This is an optimization exercise on Yosys and OpenROAD, whose aim is small area, a short achievable clock period and few clock cycles, not a production implementation.
At most, simulation tests tie the RTL to the original design; equivalence was not proved.

==> inputs of v4 <==
Design matmul_top, start of the top module:
module matmul_top (
	input  logic                clk,
	input  logic                reset_n,
	input  logic                dut_valid,
	output logic                dut_ready,
	output matmul_pkg::mm_addr_t a_rd_addr,
	input  matmul_pkg::mm_data_t a_rd_data,
	output matmul_pkg::mm_addr_t b_rd_addr,
	input  matmul_pkg::mm_data_t b_rd_data,
	output logic                c_wr_en,
	output matmul_pkg::mm_addr_t c_wr_addr,
	output matmul_pkg::mm_data_t c_wr_data
);
	logic       elem_valid, elem_first, elem_last, elem_job_last;
	logic       sum_valid, sum_final, job_done;
	logic [6:0] a_addr, b_addr;
	logic [5:0] c_addr;
	assign a_rd_addr = {9'd0, a_addr};
	assign b_rd_addr = {9'd0, b_addr};
	assign c_wr_addr = {10'd0, c_addr};
	matmul_sequencer u_sequencer (
		.clk           (clk),
		.reset_n       (reset_n),
		.dut_valid     (dut_valid),
		.dut_ready     (dut_ready),
		.a_addr        (a_addr),
		.a_rd_data     (a_rd_data),
		.b_addr        (b_addr),
		.b_rd_data     (b_rd_data),
		.elem_valid    (elem_valid),
		.elem_first    (elem_first),
		.elem_last     (elem_last),
		.elem_job_last (elem_job_last),
		.job_done      (job_done)
	);
	mac_accumulate u_mac (
		.clk           (clk),
		.reset_n       (reset_n),
		.a_rd_data     (a_rd_data),
		.b_rd_data     (b_rd_data),
		.elem_valid    (elem_valid),
		.elem_first    (elem_first),
		.elem_last     (elem_last),
		.elem_job_last (elem_job_last),
		.sum_valid     (sum_valid),
		.sum_final     (sum_final),
		.c_wr_data     (c_wr_data)
	);
	result_writer u_writer (
		.clk       (clk),
		.reset_n   (reset_n),
		.sum_valid (sum_valid),
		.sum_final (sum_final),
		.c_wr_en   (c_wr_en),
		.c_wr_addr (c_addr),
		.job_done  (job_done)
	);
endmodule
==> module matmul_sequencer, before the edit <==
module matmul_sequencer (
	input  logic        clk,
	input  logic        reset_n,
	input  logic        dut_valid,
	output logic        dut_ready,
	output logic [6:0]  a_addr,
	input  logic [31:0] a_rd_data,
	output logic [6:0]  b_addr,
	input  logic [31:0] b_rd_data,
	output logic        elem_valid,     
	output logic        elem_first,
	output logic        elem_last,
	output logic        elem_job_last,
	input  logic        job_done        
);
	logic       hdr;       
	logic       run;       
	logic [2:0] km1, nm1, mm1;    
	logic [2:0] k_cnt, j_cnt, i_cnt;
	logic [6:0] a_row;     
	logic [3:0] hk, hn, hm;
	logic       k1, n1, m1;        
	logic       last_k, last_j, last_i;
	assign hm = a_rd_data[19:16];
	assign hk = a_rd_data[3:0];
	assign hn = b_rd_data[3:0];
	assign k1 = (hk[3:1] == 3'd0);
	assign n1 = (hn[3:1] == 3'd0);
	assign m1 = (hm[3:1] == 3'd0);
	assign last_k = (k_cnt == km1);
	assign last_j = (j_cnt == nm1);
	assign last_i = (i_cnt == mm1);
	always_ff @(posedge clk) begin
		if (hdr) begin
			km1 <= 3'(hk - 4'd1);
			nm1 <= 3'(hn - 4'd1);
			mm1 <= 3'(hm - 4'd1);
		end
	end
	always_ff @(posedge clk) begin
		elem_first <= hdr || k_cnt == 3'd0;
		elem_last  <= hdr ? k1 : last_k;
	end
	always_ff @(posedge clk) begin
		if (hdr) begin
			k_cnt <= {2'd0, !k1};
			j_cnt <= {2'd0, k1 && !n1};
			i_cnt <= {2'd0, k1 && n1};
			a_row <= (k1 && n1) ? 7'd2 : 7'd1;
		end else if (!last_k) begin
			k_cnt <= k_cnt + 3'd1;
		end else if (!last_j) begin
			k_cnt <= 3'd0;
			j_cnt <= j_cnt + 3'd1;
		end else begin
			k_cnt <= 3'd0;
			j_cnt <= 3'd0;
			i_cnt <= i_cnt + 3'd1;
			a_row <= a_addr + 7'd1;
		end
	end
	always_ff @(posedge clk or negedge reset_n) begin
		if (!reset_n) begin
			dut_ready     <= 1'b1;
			hdr           <= 1'b0;
			run           <= 1'b0;
			a_addr        <= 7'd0;
			b_addr        <= 7'd0;
			elem_valid    <= 1'b0;
			elem_job_last <= 1'b0;
		end else begin
			elem_valid    <= hdr || run;
			elem_job_last <= hdr ? (k1 && n1 && m1) :
				(run && last_k && last_j && last_i);
			hdr           <= dut_ready && dut_valid;
			if (dut_ready) begin
				if (dut_valid) begin
					dut_ready <= 1'b0;
					a_addr    <= 7'd1;
					b_addr    <= 7'd1;
				end
			end else if (hdr) begin
				run    <= !(k1 && n1 && m1);
				a_addr <= (k1 && n1 && m1) ? 7'd0 : (k1 && !n1) ? 7'd1 : 7'd2;
				b_addr <= (k1 && n1 && m1) ? 7'd0 : (k1 && n1) ? 7'd1 : 7'd2;
			end else if (run) begin
				if (!last_k) begin
					a_addr <= a_addr + 7'd1;
					b_addr <= b_addr + 7'd1;
				end else if (!last_j) begin
					a_addr <= a_row;
					b_addr <= b_addr + 7'd1;
				end else if (!last_i) begin
					a_addr <= a_addr + 7'd1;
					b_addr <= 7'd1;
				end else begin
					run    <= 1'b0;
					a_addr <= 7'd0;
					b_addr <= 7'd0;
				end
			end else if (job_done) begin
				dut_ready <= 1'b1;
			end
		end
	end
endmodule
==> flow/config.mk <==
export PLATFORM = sky130hd
export DESIGN_NAME = matmul_top
export DESIGN_NICKNAME = matmul_top
export VERILOG_FILES = /design/flow/design.v
export SDC_FILE = /design/flow/constraint.sdc
export NUM_CORES = 4
export LEC_CHECK = 0
export ABC_AREA = 1
export CAP_MARGIN = 20
export CORE_MARGIN = 2
export CORE_UTILIZATION = 40
export SETUP_SLACK_MARGIN = 5
export SLEW_MARGIN = 20
export SYNTH_HIERARCHICAL = 1
==> flow/constraint.sdc <==
create_clock -name core_clock -period 10.0 [get_ports {clk}]
set_input_delay 2.0000 -clock core_clock [delete_from_list [all_inputs] [get_ports {clk}]]
set_output_delay 2.0000 -clock core_clock [all_outputs]
set_load 0.01 [all_outputs]
run.sh (not shown) runs the stock make flow with config.mk's settings and CLKGATE_MAP_FILE= SYNTH_SCRIPT=/design/flow/synth_recipe.tcl, a recipe that flattens the netlist after the stock synthesis.
==> v12 (differences from v4) <==
--- a/flow/design.v
+++ b/flow/design.v
@@ -23,6 +23,8 @@
 );
 	logic       hdr;       
 	logic       run;       
+	logic       drain;     
+	logic       accept;    
 	logic [2:0] km1, nm1, mm1;    
 	logic [2:0] k_cnt, j_cnt, i_cnt;
 	logic [6:0] a_row;     
@@ -35,6 +37,7 @@
 	assign k1 = (hk[3:1] == 3'd0);
 	assign n1 = (hn[3:1] == 3'd0);
 	assign m1 = (hm[3:1] == 3'd0);
+	assign accept = !hdr && !run && !drain && dut_valid;
 	assign last_k = (k_cnt == km1);
 	assign last_j = (j_cnt == nm1);
 	assign last_i = (i_cnt == mm1);
@@ -72,6 +75,7 @@
 			dut_ready     <= 1'b1;
 			hdr           <= 1'b0;
 			run           <= 1'b0;
+			drain         <= 1'b0;
 			a_addr        <= 7'd0;
 			b_addr        <= 7'd0;
 			elem_valid    <= 1'b0;
@@ -80,15 +84,14 @@
 			elem_valid    <= hdr || run;
 			elem_job_last <= hdr ? (k1 && n1 && m1) :
 				(run && last_k && last_j && last_i);
-			hdr           <= dut_ready && dut_valid;
-			if (dut_ready) begin
-				if (dut_valid) begin
-					dut_ready <= 1'b0;
-					a_addr    <= 7'd1;
-					b_addr    <= 7'd1;
-				end
+			hdr           <= accept;
+			if (accept) begin
+				dut_ready <= 1'b0;
+				a_addr    <= 7'd1;
+				b_addr    <= 7'd1;
 			end else if (hdr) begin
 				run    <= !(k1 && n1 && m1);
+				drain  <= k1 && n1 && m1;
 				a_addr <= (k1 && n1 && m1) ? 7'd0 : (k1 && !n1) ? 7'd1 : 7'd2;
 				b_addr <= (k1 && n1 && m1) ? 7'd0 : (k1 && n1) ? 7'd1 : 7'd2;
 			end else if (run) begin
@@ -103,10 +106,12 @@
 					b_addr <= 7'd1;
 				end else begin
 					run    <= 1'b0;
+					drain  <= 1'b1;
 					a_addr <= 7'd0;
 					b_addr <= 7'd0;
 				end
-			end else if (job_done) begin
+			end else if (drain && job_done) begin
+				drain     <= 1'b0;
 				dut_ready <= 1'b1;
 			end
 		end
==> flow/flow/run.sh (new file) <==
#!/bin/bash
set -euo pipefail
bash standard.sh "BUFFER_PORTS_ARGS=-buffer_cell sky130_fd_sc_hd__buf_2" \
	SETUP_SLACK_MARGIN=6.5 finish > standard.log 2>&1
==> flow/standard.sh (new file) <==
#!/bin/bash
# synth_recipe.tcl (not shown) runs the flow's synth.tcl, then flattens the netlist and writes it again
# the make line also repeats each setting of config.mk as NAME=value (left out here)
make -C /OpenROAD-flow-scripts/flow DESIGN_CONFIG=/design/flow/config.mk WORK_HOME=/design/flow/orfs CLKGATE_MAP_FILE= SYNTH_SCRIPT=/design/flow/synth_recipe.tcl "${@:-finish}"
--- a/flow/config.mk
+++ b/flow/config.mk
@@ -6,9 +6,8 @@
 export NUM_CORES = 4
 export LEC_CHECK = 0
 export ABC_AREA = 1
-export CAP_MARGIN = 20
+export CAP_MARGIN = 50
 export CORE_MARGIN = 2
 export CORE_UTILIZATION = 40
-export SETUP_SLACK_MARGIN = 5
-export SLEW_MARGIN = 20
+export SLEW_MARGIN = 70
 export SYNTH_HIERARCHICAL = 1
removed: flow/run.sh
==> v25 (differences from v4) <==
==> flow/flow/run.sh (new file) <==
#!/bin/bash
set -euo pipefail
bash standard.sh "BUFFER_PORTS_ARGS=-buffer_cell sky130_fd_sc_hd__buf_2" \
	SETUP_SLACK_MARGIN=6.5 finish > standard.log 2>&1
==> flow/standard.sh (new file) <==
#!/bin/bash
# synth_recipe.tcl (not shown) runs the flow's synth.tcl, then flattens the netlist and writes it again
# the make line also repeats each setting of config.mk as NAME=value (left out here)
make -C /OpenROAD-flow-scripts/flow DESIGN_CONFIG=/design/flow/config.mk WORK_HOME=/design/flow/orfs CLKGATE_MAP_FILE= SYNTH_SCRIPT=/design/flow/synth_recipe.tcl "${@:-finish}"
--- a/flow/config.mk
+++ b/flow/config.mk
@@ -9,6 +9,5 @@
 export CAP_MARGIN = 20
 export CORE_MARGIN = 2
 export CORE_UTILIZATION = 40
-export SETUP_SLACK_MARGIN = 5
 export SLEW_MARGIN = 20
 export SYNTH_HIERARCHICAL = 1
removed: flow/run.sh
==> v38 (differences from v4) <==
--- a/flow/design.v
+++ b/flow/design.v
@@ -23,6 +23,8 @@
 );
 	logic       hdr;       
 	logic       run;       
+	logic       drain;     
+	logic       accept;    
 	logic [2:0] km1, nm1, mm1;    
 	logic [2:0] k_cnt, j_cnt, i_cnt;
 	logic [6:0] a_row;     
@@ -35,6 +37,7 @@
 	assign k1 = (hk[3:1] == 3'd0);
 	assign n1 = (hn[3:1] == 3'd0);
 	assign m1 = (hm[3:1] == 3'd0);
+	assign accept = !hdr && !run && !drain && dut_valid;
 	assign last_k = (k_cnt == km1);
 	assign last_j = (j_cnt == nm1);
 	assign last_i = (i_cnt == mm1);
@@ -72,6 +75,7 @@
 			dut_ready     <= 1'b1;
 			hdr           <= 1'b0;
 			run           <= 1'b0;
+			drain         <= 1'b0;
 			a_addr        <= 7'd0;
 			b_addr        <= 7'd0;
 			elem_valid    <= 1'b0;
@@ -80,15 +84,14 @@
 			elem_valid    <= hdr || run;
 			elem_job_last <= hdr ? (k1 && n1 && m1) :
 				(run && last_k && last_j && last_i);
-			hdr           <= dut_ready && dut_valid;
-			if (dut_ready) begin
-				if (dut_valid) begin
-					dut_ready <= 1'b0;
-					a_addr    <= 7'd1;
-					b_addr    <= 7'd1;
-				end
+			hdr           <= accept;
+			if (accept) begin
+				dut_ready <= 1'b0;
+				a_addr    <= 7'd1;
+				b_addr    <= 7'd1;
 			end else if (hdr) begin
 				run    <= !(k1 && n1 && m1);
+				drain  <= k1 && n1 && m1;
 				a_addr <= (k1 && n1 && m1) ? 7'd0 : (k1 && !n1) ? 7'd1 : 7'd2;
 				b_addr <= (k1 && n1 && m1) ? 7'd0 : (k1 && n1) ? 7'd1 : 7'd2;
 			end else if (run) begin
@@ -103,10 +106,12 @@
 					b_addr <= 7'd1;
 				end else begin
 					run    <= 1'b0;
+					drain  <= 1'b1;
 					a_addr <= 7'd0;
 					b_addr <= 7'd0;
 				end
-			end else if (job_done) begin
+			end else if (drain && job_done) begin
+				drain     <= 1'b0;
 				dut_ready <= 1'b1;
 			end
 		end
==> flow/flow/run.sh (new file) <==
#!/bin/bash
set -euo pipefail
bash standard.sh "BUFFER_PORTS_ARGS=-buffer_cell sky130_fd_sc_hd__buf_2" \
	SETUP_SLACK_MARGIN=6.5 finish > standard.log 2>&1
==> flow/standard.sh (new file) <==
#!/bin/bash
# synth_recipe.tcl (not shown) runs the flow's synth.tcl, then flattens the netlist and writes it again
# the make line also repeats each setting of config.mk as NAME=value (left out here)
make -C /OpenROAD-flow-scripts/flow DESIGN_CONFIG=/design/flow/config.mk WORK_HOME=/design/flow/orfs CLKGATE_MAP_FILE= SYNTH_SCRIPT=/design/flow/synth_recipe.tcl "${@:-finish}"
--- a/flow/config.mk
+++ b/flow/config.mk
@@ -6,9 +6,10 @@
 export NUM_CORES = 4
 export LEC_CHECK = 0
 export ABC_AREA = 1
-export CAP_MARGIN = 20
+export CAP_MARGIN = 50
 export CORE_MARGIN = 2
 export CORE_UTILIZATION = 40
-export SETUP_SLACK_MARGIN = 5
-export SLEW_MARGIN = 20
+export CTS_BUF_LIST = sky130_fd_sc_hd__clkbuf_8
+export CTS_CLUSTER_SIZE = 30
+export SLEW_MARGIN = 70
 export SYNTH_HIERARCHICAL = 1
removed: flow/run.sh
==> qor summary <==
| quantity | v4 | v12 | v25 | v38 |
|---|---|---|---|---|
| Met1 WL | 25560 um | 25780 um | 24490 um | 25410 um |
| Delay of the slowest cell on the worst path | 640 ps | 610 ps | 600 ps | 610 ps |
| Multi-input combinational area share | 0.5479 | 0.5557 | 0.5597 | 0.5558 |
| Final instance area | 0.02362 mm2 | 0.02315 mm2 | 0.02312 mm2 | 0.02313 mm2 |
| Setup slack at placement | 6291 ps | 6740 ps | 6413 ps | 6740 ps |
| Placed cell count | 2902 | 2897 | 2897 | 2897 |
| Clock Sinks | 293 | 294 | 293 | 294 |
| R2r setup slk | 6260 ps | 6670 ps | 6600 ps | 6680 ps |
| Final core utilization | 0.4603 | 0.4523 | 0.4506 | 0.4519 |
| Status | complete, no violations | complete, no violations | complete, no violations | complete, no violations |
| Area of the core | 0.05130 mm2 | 0.05120 mm2 | 0.05130 mm2 | 0.05120 mm2 |
| Die Width | 231.9 um | 231.5 um | 231.9 um | 231.5 um |
| Synth Area in XOR/XNOR | 0.1313 | 0.1307 | 0.1313 | 0.1307 |
| Met2 WL | 26850 um | 26840 um | 26200 um | 26680 um |
| Critical Path Sink Type | output port | register | register | register |
| Synth-to-Final Area Change | 13.68% | 11.87% | 11.27% | 11.78% |
| Setup bufs post-CTS | 0 | 0 | 2 | 0 |
| Wire length reported by the detailed router | 59130 um | 59910 um | 58180 um | 59950 um |
| Number of nets at the end of the flow | 2640 | 2636 | 2637 | 2654 |
| Endpoint of the most critical setup path | dut_ready | u_mac.mid_q[98] | u_mac.mid_q[117] | u_mac.mid_q[98] |
| Final Instance Count excl. Fillers | 2963 | 2961 | 2964 | 2995 |
| Share of cells above drive strength 1 | 0.06789 | 0.1289 | 0.1244 | 0.1387 |
Testbench counts of v4, summed over its fixed seeds: cycles 13,659.
Testbench counts of v25, summed over its fixed seeds: cycles 13,659.
Only the layout flow was run in v12 and v38; the RTL was not checked for function there.

afterwards: timing with drivers on the ports:
How much do the figures lean on ideal ports? The routed layouts below were timed once more, with nothing changed but the port constraints. Step 1 (the two cells are an assumption about what drives the block):
set clk [get_ports {clk}]
set_driving_cell -lib_cell sky130_fd_sc_hd__clkbuf_16 $clk
set_driving_cell -lib_cell sky130_fd_sc_hd__buf_2 [delete_from_list [all_inputs] $clk]
Step 2 moves the port delays by t, midway between the first and last clock arrival at a register: inputs arrive t later, outputs are due t later. That takes back most of the time a late clock gives input paths. a / b / c = ideal ports / drivers / drivers and shift; a / b = the first two.
run	shift t [ns]	setup WS [ns]	worst setup path after step 2	slew at the worst register clock pin (ns)
v4	0.613	6.220 / 6.162 / 6.262	register to register	0.08 / 0.08
v12	0.604	6.669 / 6.669 / 6.669	register to register	0.06 / 0.06
v25	0.611	6.596 / 6.576 / 6.596	register to register	0.07 / 0.07
v38	0.689	6.676 / 6.666 / 6.676	register to register	0.07 / 0.07
After both steps every run listed still meets setup and hold.
